This is an optimization exercise on Yosys and OpenROAD, whose aim is small area, a short achievable clock period and few clock cycles per item, not a production implementation. The RTL was checked by simulation tests, not by an equivalence proof against the original design.

### design.v
package dapq_pkg;
   localparam logic [1:0] REQ_INSERT  = 2'd0;
   localparam logic [1:0] REQ_EXTRACT = 2'd1;
   localparam logic [1:0] REQ_INCKEY  = 2'd2;
   localparam logic [1:0] REQ_UNKNOWN = 2'd3;
   localparam logic [1:0] ST_OK     = 2'd0;
   localparam logic [1:0] ST_EMPTY  = 2'd1;
   localparam logic [1:0] ST_FULL   = 2'd2;
   localparam logic [1:0] ST_BADPOS = 2'd3;
   localparam int KEY_W = 32;
   localparam logic signed [KEY_W-1:0] KEY_MIN = {1'b1, {(KEY_W-1){1'b0}}};
   typedef enum logic [9:0] {
      S_IDLE   = 10'b0000000001,
      S_UPRD   = 10'b0000000010,
      S_UPCMP  = 10'b0000000100,
      S_DNRD   = 10'b0000001000,
      S_DNCMP  = 10'b0000010000,
      S_DNSWP  = 10'b0000100000,
      S_UPSWP  = 10'b0001000000,
      S_EXRD   = 10'b0010000000,
      S_EXWR   = 10'b0100000000,
      S_DONE   = 10'b1000000000
   } state_type;
endpackage
module dapq_ram #(
   parameter int WIDTH = 32,
   parameter int DEPTH = 64
) (
   input  logic             clock,
   input  logic             wr_en,
   input  logic [6:0]       wr_slot,      
   input  logic [WIDTH-1:0] wr_data,
   input  logic [6:0]       rd_slot,      
   output logic [4*WIDTH-1:0] rd_data,
   output logic [5*WIDTH-1:0] top_data    
);
   logic [WIDTH-1:0] mem [1:DEPTH];
   always_ff @(posedge clock) begin
      for (int s = 1; s <= DEPTH; s++) begin
         if (wr_en && wr_slot == 7'(s)) begin
            mem[s] <= wr_data;
         end
      end
   end
   for (genvar s = 1; s <= 5; s++) begin : g_top
      assign top_data[(s-1)*WIDTH +: WIDTH] = mem[s];
   end
   logic [WIDTH-1:0] bank_q [4];
   for (genvar b = 0; b < 4; b++) begin : g_bank
      logic [4:0] row;
      assign row = 5'(rd_slot >> 2) + ((2'(b) < rd_slot[1:0]) ? 5'd1 : 5'd0);
      logic [WIDTH-1:0] bm [0:15];
      for (genvar r = 0; r < 16; r++) begin : g_row
         if (b == 0) begin : g_b0
            assign bm[r] = mem[4 * ((r == 0) ? 16 : r)];
         end else begin : g_bn
            assign bm[r] = mem[4 * r + b];
         end
      end
      assign bank_q[b] = bm[row[3:0]];
   end
   for (genvar i = 0; i < 4; i++) begin : g_rot
      assign rd_data[i*WIDTH +: WIDTH] = bank_q[2'(rd_slot[1:0] + 2'(i))];
   end
endmodule
module d_ary_max_priority_queue #(
   parameter int CAPACITY  = 64,
   parameter int MAX_ARITY = 4
) (
   input  logic                            clock,
   input  logic                            reset,
   input  logic                            start,
   output logic                            busy,
   input  logic [1:0]                      req_type,
   input  logic signed [dapq_pkg::KEY_W-1:0] req_key,
   input  logic [6:0]                      req_position,
   input  logic                            csr_wr_en,
   input  logic [2:0]                      csr_arity,
   output logic                            rsp_valid,
   output logic signed [dapq_pkg::KEY_W-1:0] rsp_max_key,
   output logic [1:0]                      rsp_status,
   output logic [6:0]                      rsp_count
);
   localparam int KW = dapq_pkg::KEY_W;
   typedef enum logic [2:0] {
      E_IDLE = 3'd0,
      E_RSP  = 3'd1,    
      E_UP   = 3'd2,    
      E_INC  = 3'd3,    
      E_EX0  = 3'd4,    
      E_DN   = 3'd5     
   } eng_t;
   logic d2_ff, d3_ff, d4_ff;
   eng_t                 st_ff;
   logic [6:0]           n_ff;         
   logic [6:0]           pos_ff;       
   logic [7:0]           adr_ff;       
   logic signed [KW-1:0] v_ff;         
   logic [1:0]           stat_ff;
   logic                 isex_ff;      
   logic                 pb_ff;
   logic [1:0]           pb_type;
   logic signed [KW-1:0] pb_key;
   logic [6:0]           pb_pos;
   logic                 rv_ff;
   logic signed [KW-1:0] rkey_ff;
   logic [1:0]           rstat_ff;
   logic [6:0]           rcnt_ff;
   logic                 wr_en;
   logic [6:0]           wr_slot;
   logic [KW-1:0]        wr_data;
   logic [4*KW-1:0]      rd_flat;
   logic [5*KW-1:0]      top_flat;
   logic [KW-1:0]        rd_data [4];
   logic [KW-1:0]        top_data [1:5];
   dapq_ram #(.WIDTH(KW), .DEPTH(CAPACITY)) u_ram (
      .clock    (clock),
      .wr_en    (wr_en),
      .wr_slot  (wr_slot),
      .wr_data  (wr_data),
      .rd_slot  (adr_ff[6:0]),
      .rd_data  (rd_flat),
      .top_data (top_flat)
   );
   for (genvar i = 0; i < 4; i++) begin : g_rd
      assign rd_data[i] = rd_flat[i*KW +: KW];
   end
   for (genvar s = 1; s <= 5; s++) begin : g_top
      assign top_data[s] = top_flat[(s-1)*KW +: KW];
   end
   function automatic logic [7:0] parent_of(input logic [7:0] s, input logic d2,
                                            input logic d3);
      logic [15:0] t;
      t = 16'(s + 8'd1) * 16'd171;    
      if (s <= 8'd1) begin
         parent_of = 8'd1;
      end else if (d2) begin
         parent_of = s >> 1;
      end else if (d3) begin
         parent_of = 8'(t >> 9);
      end else begin
         parent_of = 8'((s + 8'd2) >> 2);
      end
   endfunction
   function automatic logic [7:0] child_of(input logic [6:0] s, input logic d2,
                                           input logic d3);
      if (d2) begin
         child_of = {s, 1'b0};
      end else if (d3) begin
         child_of = 8'({s, 1'b0} + 8'(s) - 8'd1);
      end else begin
         child_of = 8'({s, 2'b00} - 9'd2);
      end
   endfunction
   logic                 fin;          
   eng_t                 st_nx;
   logic [6:0]           pos_nx;
   logic [7:0]           adr_nx;
   logic signed [KW-1:0] v_nx;
   logic                 ex0;          
   logic signed [KW-1:0] ch [4];
   logic [7:0]           ch0;
   logic signed [KW-1:0] sink;
   logic [3:0]           chv;
   logic [3:0]           win;          
   always_comb begin
      ex0 = (st_ff == E_EX0);
      ch0 = ex0 ? 8'd2 : adr_ff;
      for (int i = 0; i < 4; i++) begin
         ch[i] = ex0 ? $signed(top_data[i + 2]) : $signed(rd_data[i]);
      end
      sink = ex0 ? $signed(rd_data[0]) : v_ff;
      chv[0] = (9'(ch0) + 9'd0 <= 9'(n_ff));
      chv[1] = (9'(ch0) + 9'd1 <= 9'(n_ff));
      chv[2] = (9'(ch0) + 9'd2 <= 9'(n_ff)) && !d2_ff;
      chv[3] = (9'(ch0) + 9'd3 <= 9'(n_ff)) && d4_ff;
      for (int i = 0; i < 4; i++) begin
         win[i] = chv[i] && (ch[i] > sink);
         for (int j = 0; j < 4; j++) begin
            if (j < i) begin
               win[i] = win[i] && !(chv[j] && !(ch[i] > ch[j]));
            end else if (j > i) begin
               win[i] = win[i] && !(chv[j] && (ch[j] > ch[i]));
            end
         end
      end
   end
   always_comb begin
      fin      = 1'b0;
      st_nx    = st_ff;
      pos_nx   = pos_ff;
      adr_nx   = adr_ff;
      v_nx     = v_ff;
      wr_en    = 1'b0;
      wr_slot  = pos_ff;
      wr_data  = v_ff;
      case (st_ff)
         E_RSP: begin
            fin = 1'b1;
         end
         E_INC: begin
            if ($signed(rd_data[0]) > v_ff) begin
               v_nx = rd_data[0];
            end
            adr_nx = parent_of(adr_ff, d2_ff, d3_ff);
            st_nx  = E_UP;
         end
         E_UP: begin
            wr_en = 1'b1;
            if (pos_ff != 7'd1 && $signed(rd_data[0]) < v_ff) begin
               wr_data = rd_data[0];
               pos_nx  = adr_ff[6:0];
               adr_nx  = parent_of(adr_ff, d2_ff, d3_ff);
            end else begin
               fin = 1'b1;
            end
         end
         E_EX0, E_DN: begin
            wr_en = 1'b1;
            wr_data = sink;
            v_nx    = sink;
            st_nx   = E_DN;
            fin     = (win == 4'd0);
            for (int i = 0; i < 4; i++) begin
               if (win[i]) begin
                  wr_data = ch[i];
                  pos_nx  = 7'(ch0 + 8'(i));
                  adr_nx  = child_of(7'(ch0 + 8'(i)), d2_ff, d3_ff);
               end
            end
         end
         default: ;
      endcase
   end
   logic                 acc;           
   logic                 take;          
   logic [1:0]           q_type;
   logic signed [KW-1:0] q_key;
   logic [6:0]           q_pos;
   assign acc  = start && !pb_ff;
   assign take = (st_ff == E_IDLE || fin) && (pb_ff || acc);
   assign q_type = pb_ff ? pb_type : req_type;
   assign q_key  = pb_ff ? pb_key : req_key;
   assign q_pos  = pb_ff ? pb_pos : req_position;
   always_ff @(posedge clock) begin
      if (take) begin
         isex_ff  <= 1'b0;
         v_ff     <= q_key;
         stat_ff  <= dapq_pkg::ST_OK;
         st_ff    <= E_RSP;
         case (q_type)
            dapq_pkg::REQ_INSERT: begin
               if (n_ff[6]) begin
                  stat_ff <= dapq_pkg::ST_FULL;
               end else begin
                  n_ff   <= n_ff + 7'd1;
                  pos_ff <= n_ff + 7'd1;
                  adr_ff <= parent_of(8'(n_ff) + 8'd1, d2_ff, d3_ff);
                  st_ff  <= E_UP;
               end
            end
            dapq_pkg::REQ_EXTRACT: begin
               if (n_ff == 7'd0) begin
                  stat_ff <= dapq_pkg::ST_EMPTY;
               end else begin
                  n_ff   <= n_ff - 7'd1;
                  isex_ff <= 1'b1;
                  pos_ff <= 7'd1;
                  adr_ff <= 8'(n_ff);
                  st_ff  <= E_EX0;
               end
            end
            dapq_pkg::REQ_INCKEY: begin
               if (q_pos == 7'd0 || q_pos > n_ff) begin
                  stat_ff <= dapq_pkg::ST_BADPOS;
               end else begin
                  pos_ff   <= q_pos;
                  adr_ff   <= 8'(q_pos);
                  st_ff    <= E_INC;
               end
            end
            default: ;
         endcase
      end else if (fin) begin
         st_ff <= E_IDLE;
      end else begin
         st_ff    <= st_nx;
         pos_ff   <= pos_nx;
         adr_ff   <= adr_nx;
         v_ff     <= v_nx;
      end
      if (acc && !take) begin
         pb_type <= req_type;
         pb_key  <= req_key;
         pb_pos  <= req_position;
      end
      if (ex0) begin
         rkey_ff <= $signed(top_data[1]);
      end else if (fin && !isex_ff) begin
         rkey_ff <= '0;
      end
      if (fin) begin
         rstat_ff <= stat_ff;
         rcnt_ff  <= n_ff;
      end
      if (reset) begin
         st_ff <= E_IDLE;
         n_ff  <= '0;
         pb_ff <= 1'b0;
         rv_ff <= 1'b0;
         d2_ff <= 1'b1;
         d3_ff <= 1'b0;
         d4_ff <= 1'b0;
      end else begin
         pb_ff <= (pb_ff && !take) || (acc && !take);
         rv_ff <= fin;
         if (csr_wr_en) begin
            d2_ff <= (csr_arity < 3'd3);
            d3_ff <= (csr_arity == 3'd3);
            d4_ff <= (csr_arity > 3'd3);
         end
      end
   end
   assign busy        = pb_ff;
   assign rsp_valid   = rv_ff;
   assign rsp_max_key = rkey_ff;
   assign rsp_status  = rstat_ff;
   assign rsp_count   = rcnt_ff;
endmodule
### run.sh
#!/bin/bash
# synth_recipe.tcl (not shown) runs the flow's synth.tcl, then flattens the netlist and writes it again
# the make line also repeats each setting of config.mk as NAME=value (left out here)
make -C /OpenROAD-flow-scripts/flow DESIGN_CONFIG=/design/flow/config.mk WORK_HOME=/design/flow/orfs CLKGATE_MAP_FILE= SYNTH_SCRIPT=/design/flow/synth_recipe.tcl finish
### config.mk
export PLATFORM = sky130hd
export DESIGN_NAME = d_ary_max_priority_queue
export DESIGN_NICKNAME = d_ary_max_priority_queue
export VERILOG_FILES = /design/flow/design.v
export SDC_FILE = /design/flow/constraint.sdc
export NUM_CORES = 4
export LEC_CHECK = 0
export CAP_MARGIN = 20
export CELL_PAD_IN_SITES_DETAIL_PLACEMENT = 1
export CELL_PAD_IN_SITES_GLOBAL_PLACEMENT = 2
export CORE_MARGIN = 2
export CORE_UTILIZATION = 35
export PLACE_DENSITY = 0.55
export SETUP_SLACK_MARGIN = 0.5
export SLEW_MARGIN = 20
### constraint.sdc
create_clock -name core_clock -period 9.0 [get_ports {clock}]
set_input_delay 1.8000 -clock core_clock [delete_from_list [all_inputs] [get_ports {clock}]]
set_output_delay 1.8000 -clock core_clock [all_outputs]
set_load 0.01 [all_outputs]
==> results by group, run 1 <==
STA
  – # setup viols final: 0
  – Unrepaired setup endpoints after global routing: true
  – Final period utilization: 94.9%
  – FMAX: 117 MHz
  – Final worst slack: 460 ps
  – Worst slew pin tran: 1160 ps
  – Smallest hold slack: 431 ps
  – Slew headroom: 22.9%
  – Setup TNS: 0 ps
  – Fin. max-slew vios: 0
  – Final Hold Fails: 0
  – Skew final: 136 ps
  – Post-route minimum period: 8540 ps

Synth
  – Synthesized instance count: 8489
  – Post-synth top area share: 60.0%
  – Synth area leader: edfxtp_1
  – Largest family of logic cells by synthesized area: compound AO/OA/AOI/OAI gates
  – Post-Synth Adder-Cell Area: 6.80%
  – Syn Area/Cell: 12.9 µm²
  – Simple-gate share of the synthesized area: 8.63%
  – Post-synth EDFFs: 2180
  – Top cells by area, synth: edfxtp_1 (60%), ha_1 (6.3%), nand2_1 (2.2%)
  – Sequential share of the synthesized area: 60.2%
  – Mux contribution to synthesized area: 2.58%
  – FF+latch count, synth: 2195
  – Yosys warnings: 11
  – Async set-reset flop share out of synthesis: 0%
  – Netlist cell types: 139
  – Cell Area, Synth: 109000 µm²
  – Compound-gate portion of the synthesized area: 17.6%
  – Ys flop type: edfxtp_1
  – Xor/xnor cell area share of the yosys netlist: 0.795%

Hold path
  – Worst hold start: stat_ff[1]$_DFFE_PN_
  – WHS Endpoint: rstat_ff[1]$_DFFE_PP_
  – Hold crit path type: reg -> reg
  – Hold Path Stages: 0

Detailed routing
  – Antenna viol nets, final: 0
  – Drt pass-1 iters: 8
  – Drt initial violations: 11.8k
  – Remaining DRCs: 0
  – Via density: 6.32
  – WL final: 587000 µm
  – DR WL/cell: 41.8 µm
  – Vias: 88.7k

Global routing
  – Initial antenna violation count: 40
  – Grt ovf: 0
  – Met3 usage: 6.28%
  – Met2 Resource Use GR: 54.7%
  – M1 GR Usage: 51.5%
  – First-pass GRT wire length: 780000 µm
  – GRT Util Overall: 36.0%
  – GR peak layer: met2
  – Vias in the first global route: 86.3k
  – Pin count of the biggest net entering global routing: 75

Floorplanning
  – Initial Utilization: 35.1%
  – Die ar.: 316000 µm²
  – CORE AREA: 311000 µm²
  – I/O pin total: 91
  – Die height: 563 µm
  – Die W: 563 µm
  – Number of core rows: 205

Clocking
  – Clock Tree Buf Depth: 4
  – Worst-path clk slew: 60 ps
  – CTS buffer count: 244
  – Worst-Skew Late Latency: 990 ps
  – H-Tree Depth: 4
  – Clock root buffer master: clkbuf_16
  – TritonCTS sink count: 2195
  – CTS tree: yes

Setup path
  – Critical Path RT: 9760 ps
  – Crit Path Max Fanout: 32
  – Worst path max stage delay: 590 ps
  – Worst r2r dst: u_ram.mem[30][15]$_DFFE_PP_
  – Critical Path Sink Type: flip-flop
  – R2r worst-path depth: 34
  – RR Startpoint: adr_ff[1]$_DFFE_PP_
  – Most used cell, CP: buf_4
  – Slowest cell on the critical path: o211ai_1
  – Setup Crit Path Kind: reg -> reg
  – Arr. time, crit path: 9300 ps
  – R2r setup slk: 460 ps
  – Startpoint Class: flip-flop

Layout
  – Most frequent cells in the layout: edfxtp_1 (2180), buf_4 (1147), nand2_1 (638)
  – Layout Nets: 10.3k
  – Area delta synth->final: 25.1%
  – Share of cells above drive strength 1: 23.4%
  – Commonest non-fill, non-tap cell in the layout: edfxtp_1

Place
  – Detail Placement HPWL: 422000 µm
  – Dpl ws: -650 ps
  – Buffers added on ports: 90
  – Routability cong.: 0.986

Run
  – Total of max-cap violations: 0

Run status
  – Status: complete, no violations
[layer usage]
metal	vias to the layer above	wire, µm	part of all wire, %
li1	36300	-	-
met1	47200	256000	44
met2	4359	257000	44
met3	792	49500	8.4
met4	8	25300	4.3
met5	-	57	0.0097
[worst max-delay path by stage]
stage                              from                          end
detailed placement  adr_ff[0]$_DFFE_PP_   u_ram.mem[7][26]$_DFFE_PP_
CTS                 adr_ff[1]$_DFFE_PP_  u_ram.mem[34][22]$_DFFE_PP_
global placement    adr_ff[0]$_DFFE_PP_  u_ram.mem[39][26]$_DFFE_PP_
global route        adr_ff[1]$_DFFE_PP_  u_ram.mem[30][15]$_DFFE_PP_
floorplan           adr_ff[0]$_DFFE_PP_  u_ram.mem[10][15]$_DFFE_PP_
finish              adr_ff[1]$_DFFE_PP_  u_ram.mem[30][15]$_DFFE_PP_
[Yosys cell counts, drive strengths merged, types with 23 or more instances]
cell type,number
a221oi,211
o211ai,84
a21o,77
nor2b,73
a31oi,102
and4,24
o21ai,321
nand3,209
inv,324
fa,28
edfxtp,2180
o31ai,24
nand2,651
mux2,77
and3,47
clkbuf,287
a211oi,122
nor3,90
a2111oi,26
o221ai,62
nand4,122
a21boi,24
a222oi,106
mux2i,159
a21oi,483
a32oi,57
nand2b,44
o22ai,78
a22o,102
a221o,46
nor2,436
xor2,23
ha,549
and2,57
a22oi,328
or3,26
nor4,38
o32ai,37
o21a,27
xnor2,74
buf,248
[state kept, by name, indices dropped and copies added, names as in the netlist]
name,flops
u_ram.mem,2048
pb_key,32
rkey_ff,32
v_ff,32
adr_ff,8
n_ff,7
pb_pos,7
pos_ff,7
rcnt_ff,7
st_ff,3
pb_type,2
rstat_ff,2
stat_ff,2
d2_ff,1
d3_ff,1
d4_ff,1
isex_ff,1
pb_ff,1
rv_ff,1
[critical path, delay by kind of cell, from the launching register on]
| kind | cells | cell delay, ps |
|---|---|---|
| compound gates | 8 | 2390 |
| buf+inv | 11 | 2100 |
| fa+ha+maj | 4 | 970 |
| simple gates | 11 | 2460 |
| flops | 1 | 420 |
[metrics by stage]
stage | area [µm²] | cells | util (%)
after detailed placement | 126000 | 13500 | 40.5
after global placement | 126000 | 13500 | 40.5
after global routing | 137000 | 14000 | 43.9
after floorplan | 109000 | 8491 | -
final | 137000 | 14000 | 43.9
after CTS | 135000 | 14000 | 43.5
[layout make-up]
cell class / instances / area [µm²]
Sequential cell: 2195 / 65800
Tap cell: 4140 / 5180
Fill cell: 31800 / 175000
Clock inverter: 173 / 2050
Clock buffer: 281 / 6250
Inverter: 333 / 1270
Multi-Input combinational cell: 5429 / 42000
Antenna cell: 16 / 40.0
Timing Repair Buffer: 1472 / 14100
[cells by family after synthesis]
kind of cell    after synthesis
xor+xnor                     97
fa+ha+maj                   577
compound gates             2563
other cells                   2
mux                         252
buf+inv                     868
simple gates               1935
flops                      2195
[timing repair]
action	in CTS	in global routing
endpoints found under the hold margin	0	0
gates resized for setup	113	121
hold buffers	0	0
setup endpoints to repair	2239	2072
gates cloned	1	9
setup buffers	40	63
pin swaps	27	52
Testbench counts, summed over its fixed seeds: cycles 27,573, requests 9,603.
==> inputs of run 2 (changes only) <==
--- a/design.v
+++ b/design.v
@@ -23,2 +23,19 @@
    } state_type;
+   function automatic logic [1:0] colour_of(input logic [6:0] s);
+      if (s <= 7'd1) begin
+         colour_of = 2'd0;
+      end else if (s <= 7'd3) begin
+         colour_of = 2'd1;
+      end else if (s <= 7'd6) begin
+         colour_of = 2'd2;
+      end else if (s <= 7'd13) begin
+         colour_of = 2'd0;
+      end else if (s <= 7'd27) begin
+         colour_of = 2'd1;
+      end else if (s <= 7'd53) begin
+         colour_of = 2'd2;
+      end else begin
+         colour_of = 2'd0;
+      end
+   endfunction
 endpackage
@@ -32,3 +49,7 @@
    input  logic [WIDTH-1:0] wr_data,
+   input  logic             wb_en,        
+   input  logic [6:0]       wb_slot,
+   input  logic [WIDTH-1:0] wb_data,
    input  logic [6:0]       rd_slot,      
+   input  logic [15:0]      rd_rows,      
    output logic [4*WIDTH-1:0] rd_data,
@@ -37,6 +58,10 @@
    logic [WIDTH-1:0] mem [1:DEPTH];
+   logic [WIDTH-1:0] bus [3];
+   for (genvar c = 0; c < 3; c++) begin : g_bus
+      assign bus[c] = (dapq_pkg::colour_of(wr_slot) == 2'(c)) ? wr_data : wb_data;
+   end
    always_ff @(posedge clock) begin
       for (int s = 1; s <= DEPTH; s++) begin
-         if (wr_en && wr_slot == 7'(s)) begin
-            mem[s] <= wr_data;
+         if ((wr_en && wr_slot == 7'(s)) || (wb_en && wb_slot == 7'(s))) begin
+            mem[s] <= bus[dapq_pkg::colour_of(7'(s))];
          end
@@ -49,4 +74,4 @@
    for (genvar b = 0; b < 4; b++) begin : g_bank
-      logic [4:0] row;
-      assign row = 5'(rd_slot >> 2) + ((2'(b) < rd_slot[1:0]) ? 5'd1 : 5'd0);
+      logic [3:0] row;
+      assign row = rd_rows[4*b +: 4];
       logic [WIDTH-1:0] bm [0:15];
@@ -59,3 +84,3 @@
       end
-      assign bank_q[b] = bm[row[3:0]];
+      assign bank_q[b] = bm[row];
    end
@@ -97,2 +122,5 @@
    logic [7:0]           adr_ff;       
+   logic [15:0]          rows_ff;      
+   logic [7:0]           insp_ff;      
+   logic [15:0]          insr_ff;      
    logic signed [KW-1:0] v_ff;         
@@ -108,5 +136,6 @@
    logic [6:0]           rcnt_ff;
-   logic                 wr_en;
-   logic [6:0]           wr_slot;
-   logic [KW-1:0]        wr_data;
+   logic                 wr_en, wb_en;
+   logic [6:0]           wr_slot, wb_slot;
+   logic [KW-1:0]        wr_data, wb_data;
+   logic [3:0]           bleaf;        
    logic [4*KW-1:0]      rd_flat;
@@ -120,3 +149,7 @@
       .wr_data  (wr_data),
+      .wb_en    (wb_en),
+      .wb_slot  (wb_slot),
+      .wb_data  (wb_data),
       .rd_slot  (adr_ff[6:0]),
+      .rd_rows  (rows_ff),
       .rd_data  (rd_flat),
@@ -144,2 +177,26 @@
    endfunction
+   function automatic logic [15:0] rows_of(input logic [7:0] a);
+      logic [5:0] row;
+      rows_of = '0;
+      for (int b = 0; b < 4; b++) begin
+         row = 6'(a >> 2) + ((2'(b) < a[1:0]) ? 6'd1 : 6'd0);
+         rows_of[4*b +: 4] = row[3:0];
+      end
+   endfunction
+   function automatic logic [1:0] cmp(input logic [KW-1:0] a, input logic [KW-1:0] b);
+      logic [KW-1:0] g, l;
+      logic [KW-1:0] ua, ub;
+      int w;
+      ua = {~a[KW-1], a[KW-2:0]};
+      ub = {~b[KW-1], b[KW-2:0]};
+      g = ua & ~ub;
+      l = ~ua & ub;
+      for (w = 1; w < KW; w = w * 2) begin
+         for (int i = 0; i + w < KW; i = i + 2 * w) begin
+            g[i] = g[i + w] | (~l[i + w] & g[i]);
+            l[i] = l[i + w] | (~g[i + w] & l[i]);
+         end
+      end
+      cmp = {g[0], l[0]};
+   endfunction
    function automatic logic [7:0] child_of(input logic [6:0] s, input logic d2,
@@ -158,2 +215,3 @@
    logic [7:0]           adr_nx;
+   logic [15:0]          rows_nx;
    logic signed [KW-1:0] v_nx;
@@ -165,2 +223,4 @@
    logic [3:0]           win;          
+   logic [3:0]           gts, lts;     
+   logic                 pgt [4][4];   
    always_comb begin
@@ -177,8 +237,20 @@
       for (int i = 0; i < 4; i++) begin
-         win[i] = chv[i] && (ch[i] > sink);
+         bleaf[i] = (9'(child_of(7'(ch0 + 8'(i)), d2_ff, d3_ff)) > 9'(n_ff));
+      end
+      for (int i = 0; i < 4; i++) begin
+         {gts[i], lts[i]} = cmp(ch[i], sink);
+         pgt[i][i] = 1'b0;
+      end
+      for (int i = 0; i < 4; i++) begin
+         for (int j = i + 1; j < 4; j++) begin
+            {pgt[i][j], pgt[j][i]} = cmp(ch[i], ch[j]);
+         end
+      end
+      for (int i = 0; i < 4; i++) begin
+         win[i] = chv[i] && gts[i];
          for (int j = 0; j < 4; j++) begin
             if (j < i) begin
-               win[i] = win[i] && !(chv[j] && !(ch[i] > ch[j]));
+               win[i] = win[i] && !(chv[j] && !pgt[i][j]);
             end else if (j > i) begin
-               win[i] = win[i] && !(chv[j] && (ch[j] > ch[i]));
+               win[i] = win[i] && !(chv[j] && pgt[j][i]);
             end
@@ -192,2 +264,3 @@
       adr_nx   = adr_ff;
+      rows_nx  = rows_ff;
       v_nx     = v_ff;
@@ -196,2 +269,5 @@
       wr_data  = v_ff;
+      wb_en    = 1'b0;
+      wb_slot  = pos_ff;
+      wb_data  = sink;
       case (st_ff)
@@ -201,7 +277,8 @@
          E_INC: begin
-            if ($signed(rd_data[0]) > v_ff) begin
+            if (gts[0]) begin
                v_nx = rd_data[0];
             end
-            adr_nx = parent_of(adr_ff, d2_ff, d3_ff);
-            st_nx  = E_UP;
+            adr_nx  = parent_of(adr_ff, d2_ff, d3_ff);
+            rows_nx = rows_of(parent_of(adr_ff, d2_ff, d3_ff));
+            st_nx   = E_UP;
          end
@@ -209,3 +286,3 @@
             wr_en = 1'b1;
-            if (pos_ff != 7'd1 && $signed(rd_data[0]) < v_ff) begin
+            if (pos_ff != 7'd1 && lts[0]) begin
                wr_data = rd_data[0];
@@ -213,2 +290,3 @@
                adr_nx  = parent_of(adr_ff, d2_ff, d3_ff);
+               rows_nx = rows_of(parent_of(adr_ff, d2_ff, d3_ff));
             end else begin
@@ -228,2 +306,8 @@
                   adr_nx  = child_of(7'(ch0 + 8'(i)), d2_ff, d3_ff);
+                  rows_nx = rows_of(child_of(7'(ch0 + 8'(i)), d2_ff, d3_ff));
+                  if (bleaf[i]) begin
+                     wb_en   = 1'b1;
+                     wb_slot = 7'(ch0 + 8'(i));
+                     fin     = 1'b1;
+                  end
                end
@@ -257,3 +341,4 @@
                   pos_ff <= n_ff + 7'd1;
-                  adr_ff <= parent_of(8'(n_ff) + 8'd1, d2_ff, d3_ff);
+                  adr_ff  <= insp_ff;
+                  rows_ff <= insr_ff;
                   st_ff  <= E_UP;
@@ -268,3 +353,4 @@
                   pos_ff <= 7'd1;
-                  adr_ff <= 8'(n_ff);
+                  adr_ff  <= 8'(n_ff);
+                  rows_ff <= rows_of(8'(n_ff));
                   st_ff  <= E_EX0;
@@ -278,2 +364,3 @@
                   adr_ff   <= 8'(q_pos);
+                  rows_ff  <= rows_of(8'(q_pos));
                   st_ff    <= E_INC;
@@ -289,2 +376,3 @@
          adr_ff   <= adr_nx;
+         rows_ff  <= rows_nx;
          v_ff     <= v_nx;
@@ -323,2 +411,27 @@
    end
+   logic [7:0] insp_nx;
+   logic       nd2, nd3;
+   always_comb begin
+      nd2 = d2_ff;
+      nd3 = d3_ff;
+      if (reset) begin
+         nd2 = 1'b1;
+         nd3 = 1'b0;
+      end else if (csr_wr_en) begin
+         nd2 = (csr_arity < 3'd3);
+         nd3 = (csr_arity == 3'd3);
+      end
+      insp_nx = parent_of(8'(n_ff) + 8'd1, nd2, nd3);
+      if (reset) begin
+         insp_nx = 8'd1;
+      end else if (take && q_type == dapq_pkg::REQ_INSERT && !n_ff[6]) begin
+         insp_nx = parent_of(8'(n_ff) + 8'd2, nd2, nd3);
+      end else if (take && q_type == dapq_pkg::REQ_EXTRACT && n_ff != 7'd0) begin
+         insp_nx = parent_of(8'(n_ff), nd2, nd3);
+      end
+   end
+   always_ff @(posedge clock) begin
+      insp_ff <= insp_nx;
+      insr_ff <= rows_of(insp_nx);
+   end
    assign busy        = pb_ff;
--- a/config.mk
+++ b/config.mk
@@ -11,5 +11,5 @@
 export CORE_MARGIN = 2
-export CORE_UTILIZATION = 35
-export PLACE_DENSITY = 0.55
-export SETUP_SLACK_MARGIN = 0.5
+export CORE_UTILIZATION = 40
+export PLACE_DENSITY = 0.6
+export SETUP_SLACK_MARGIN = 1.5
 export SLEW_MARGIN = 20
==> run 2 against run 1 <==
- still clean
- global-route usage increased by 13 points
- die area shrank 5.4%
- clock-buffer cell count is 7 higher
- routed wire length grew 40%
- synthesized area up 8.1%
- synthesized cell count increased by 15%
- clock skew up 30 ps
- largest cell class unchanged
==> results by group, run 2 <==
Global routing
  – First-pass GRT wire length: 980000 µm
  – Vias in the first global route: 106k
  – Pin count of the biggest net entering global routing: 63
  – GRT Util Overall: 48.6%
  – Initial antenna violation count: 100
  – Grt ovf: 0

Clocking
  – H-Tree Depth: 4
  – Worst-Skew Late Latency: 1030 ps
  – Clock root buffer master: clkbuf_16
  – Worst-path clk slew: 60 ps
  – Clock Tree Buf Depth: 4
  – CTS buffer count: 244
  – TritonCTS sink count: 2226
  – CTS tree: yes

Detailed routing
  – Drt pass-1 iters: 11
  – Antenna viol nets, final: 0
  – DR WL/cell: 51.6 µm
  – Vias: 118k
  – Via density: 7.42
  – Drt initial violations: 21.8k
  – WL final: 821000 µm
  – Remaining DRCs: 0

Floorplanning
  – Die W: 547 µm
  – Die height: 547 µm
  – I/O pin total: 91
  – Initial Utilization: 40.2%
  – Die ar.: 299000 µm²
  – Number of core rows: 199
  – CORE AREA: 294000 µm²

Place
  – Routability cong.: 1.08
  – Buffers added on ports: 90
  – Placed cells: 14.7k
  – Dpl ws: -354 ps
  – Detail Placement HPWL: 551000 µm

Layout
  – Share of cells above drive strength 1: 33.7%
  – Commonest non-fill, non-tap cell in the layout: edfxtp_1
  – Max FFs per register: 2048
  – Area delta synth->final: 40.4%
  – Most frequent cells in the layout: edfxtp_1 (2192), buf_4 (1334), nor2_1 (520)
  – Post-route non-filler standard cell count: 15.9k
  – Biggest register: u_ram.mem
  – Layout Nets: 12.2k

Synth
  – Top-count cell post-synth: edfxtp_1
  – Cell Area, Synth: 118000 µm²
  – Ys flop type: edfxtp_1
  – Synthesized instance count: 9754
  – Syn Area/Cell: 12.1 µm²
  – FF+latch count, synth: 2226
  – Synth area leader: edfxtp_1
  – Top cells by area, synth: edfxtp_1 (56%), ha_1 (3.8%), a21oi_1 (2.5%)
  – Yosys warnings: 13
  – Post-synth EDFFs: 2192
  – Async set-reset flop share out of synthesis: 0%
  – Synth top cells by count: edfxtp_1 (2192), a21oi_1 (580), nor2_1 (579)
  – Post-synth top area share: 55.8%
  – Netlist cell types: 137
  – Sequential share of the synthesized area: 56.4%

Hold path
  – Hold crit path type: reg -> reg
  – WHS Endpoint: rstat_ff[0]$_DFFE_PP_
  – Hold Path Stages: 0
  – Worst hold start: stat_ff[0]$_DFFE_PN_

STA
  – Post-route minimum period: 8250 ps
  – Final Hold Fails: 0
  – Fin. max-slew vios: 0
  – Slew headroom: 13.8%
  – Final period utilization: 91.7%
  – Worst slew pin tran: 1290 ps
  – Skew final: 166 ps
  – # setup viols final: 0
  – Final worst slack: 747 ps
  – Smallest hold slack: 464 ps
  – Unrepaired setup endpoints after global routing: true
  – FMAX: 121 MHz

Run status
  – Status: complete, no violations

Setup path
  – Worst path top cell family by delay: compound AO/OA/AOI/OAI gates
  – Critical Path RT: 9650 ps
  – Most used cell, CP: buf_12
  – Startpoint Class: flip-flop
  – Worst r2r dst: u_ram.mem[17][7]$_DFFE_PP_
  – Setup Crit Path Kind: reg -> reg
  – Arr. time, crit path: 8910 ps
  – R2r setup slk: 750 ps
  – Crit Path Max Fanout: 8
  – Worst path max stage delay: 920 ps
  – Crit path buf inv count: 10
  – Cell count along the critical path: 28
  – R2r worst-path depth: 28
  – Critical Path Sink Type: flip-flop
  – Slowest cell on the critical path: a222oi_1
  – RR Startpoint: rows_ff[6]$_DFFE_PP_

Run
  – Total of max-cap violations: 0
-- run 2: changes by cell type after synthesis, sizes merged, moves of 101 or more --
cell    delta
a21oi    +101
a22oi    -102
ha       -193
nand3b   +164
nor2     +144
o22ai    +172
-- run 2: cell type report --
| type | instances | area [µm²] |
|---|---|---|
| timing repair buffer | 2408 | 29900 |
| tap | 3919 | 4900 |
| clock inverter | 165 | 1610 |
| sequential | 2226 | 66500 |
| fill | 28500 | 128000 |
| inverter | 301 | 1190 |
| clock buffer | 288 | 6390 |
| antenna | 89 | 223 |
| multi-input combinational | 6520 | 54900 |
-- run 2: per-stage QoR --
step / setup TNS, ps / area [µm²] / utilization (%)
2_1_floorplan: 0 / 119000 / -
3_3_place_gp: -150260 / 139000 / 47.5
3_5_place_dp: -59650 / 139000 / 47.5
4_1_cts: 0 / 152000 / 51.8
5_1_grt: 0 / 165000 / 56.4
6_report: 0 / 166000 / 56.4
-- run 2: logic make-up after synthesis --
group | count (synthesis) | synth area share, %
AO/OA/AOI/OAI | 3165 | 19.5
XOR/XNOR | 167 | 1.24
adder cells (fa/ha/maj) | 493 | 5.40
buffers and inverters | 1012 | 3.93
flip-flops | 2226 | 56.4
multiplexers | 348 | 3.17
other | 2 | 0.00637
AND/OR/NAND/NOR | 2341 | 10.4
-- run 2: worst max path at each step --
| stage | start | endpoint | slack, ps |
|---|---|---|---|
| floorplan | st_ff[0]$_SDFFE_PP0P_ | u_ram.mem[32][0]$_DFFE_PP_ | 1320 |
| finish | rows_ff[6]$_DFFE_PP_ | u_ram.mem[17][7]$_DFFE_PP_ | 750 |
| global placement | rows_ff[8]$_DFFE_PP_ | u_ram.mem[10][7]$_DFFE_PP_ | -540 |
| detailed placement | rows_ff[8]$_DFFE_PP_ | u_ram.mem[15][7]$_DFFE_PP_ | -350 |
| global route | rows_ff[6]$_DFFE_PP_ | u_ram.mem[11][5]$_DFFE_PP_ | 920 |
| CTS | st_ff[2]$_SDFFE_PP0P_ | u_ram.mem[8][26]$_DFFE_PP_ | 1150 |
-- run 2: routing by layer --
| layer | global-route usage (%) | routed length, µm |
|---|---|---|
| met1 | 59.9 | 276000 |
| met2 | 68.4 | 326000 |
| met3 | 16.9 | 129000 |
| met4 | 39.9 | 90800 |
| met5 | 0.127 | 493 |
-- run 2: what timing repair did --
item                        CTS  global route
hold buffers                  0             0
gates resized for setup     529          1101
setup endpoints to repair  4330          4324
cloned                       30           189
buffers inserted            133           366
pin swaps                    88           277
Testbench counts of run 2, summed over its fixed seeds: cycles 25,467, requests 9,603.

## separate check: timing with driven ports
How much do the figures lean on ideal ports? The routed layouts below were timed once more, with nothing changed but the port constraints. Step 1 (the two cells are an assumption about what drives the block):
set clk [get_ports {clock}]
set_driving_cell -lib_cell sky130_fd_sc_hd__clkbuf_16 $clk
set_driving_cell -lib_cell sky130_fd_sc_hd__buf_2 [delete_from_list [all_inputs] $clk]
Step 2 also shifts input and output timing later by t, the mid clock arrival at the registers, as if the neighbouring blocks saw the same clock. a / b / c = ideal / step 1 / step 2; a / b = the first two.
run | t (ns) | setup WS [ns] | hold WS [ns] | pins driven straight from the clock port
run 1 | 1.049 | 0.460 / 0.460 / 0.460 | 0.431 / 0.431 / 0.431 | 1
run 2 | 1.063 | 0.747 / 0.747 / 0.747 | 0.464 / 0.464 / 0.464 | 1
After both steps setup and hold are still met in every run listed.
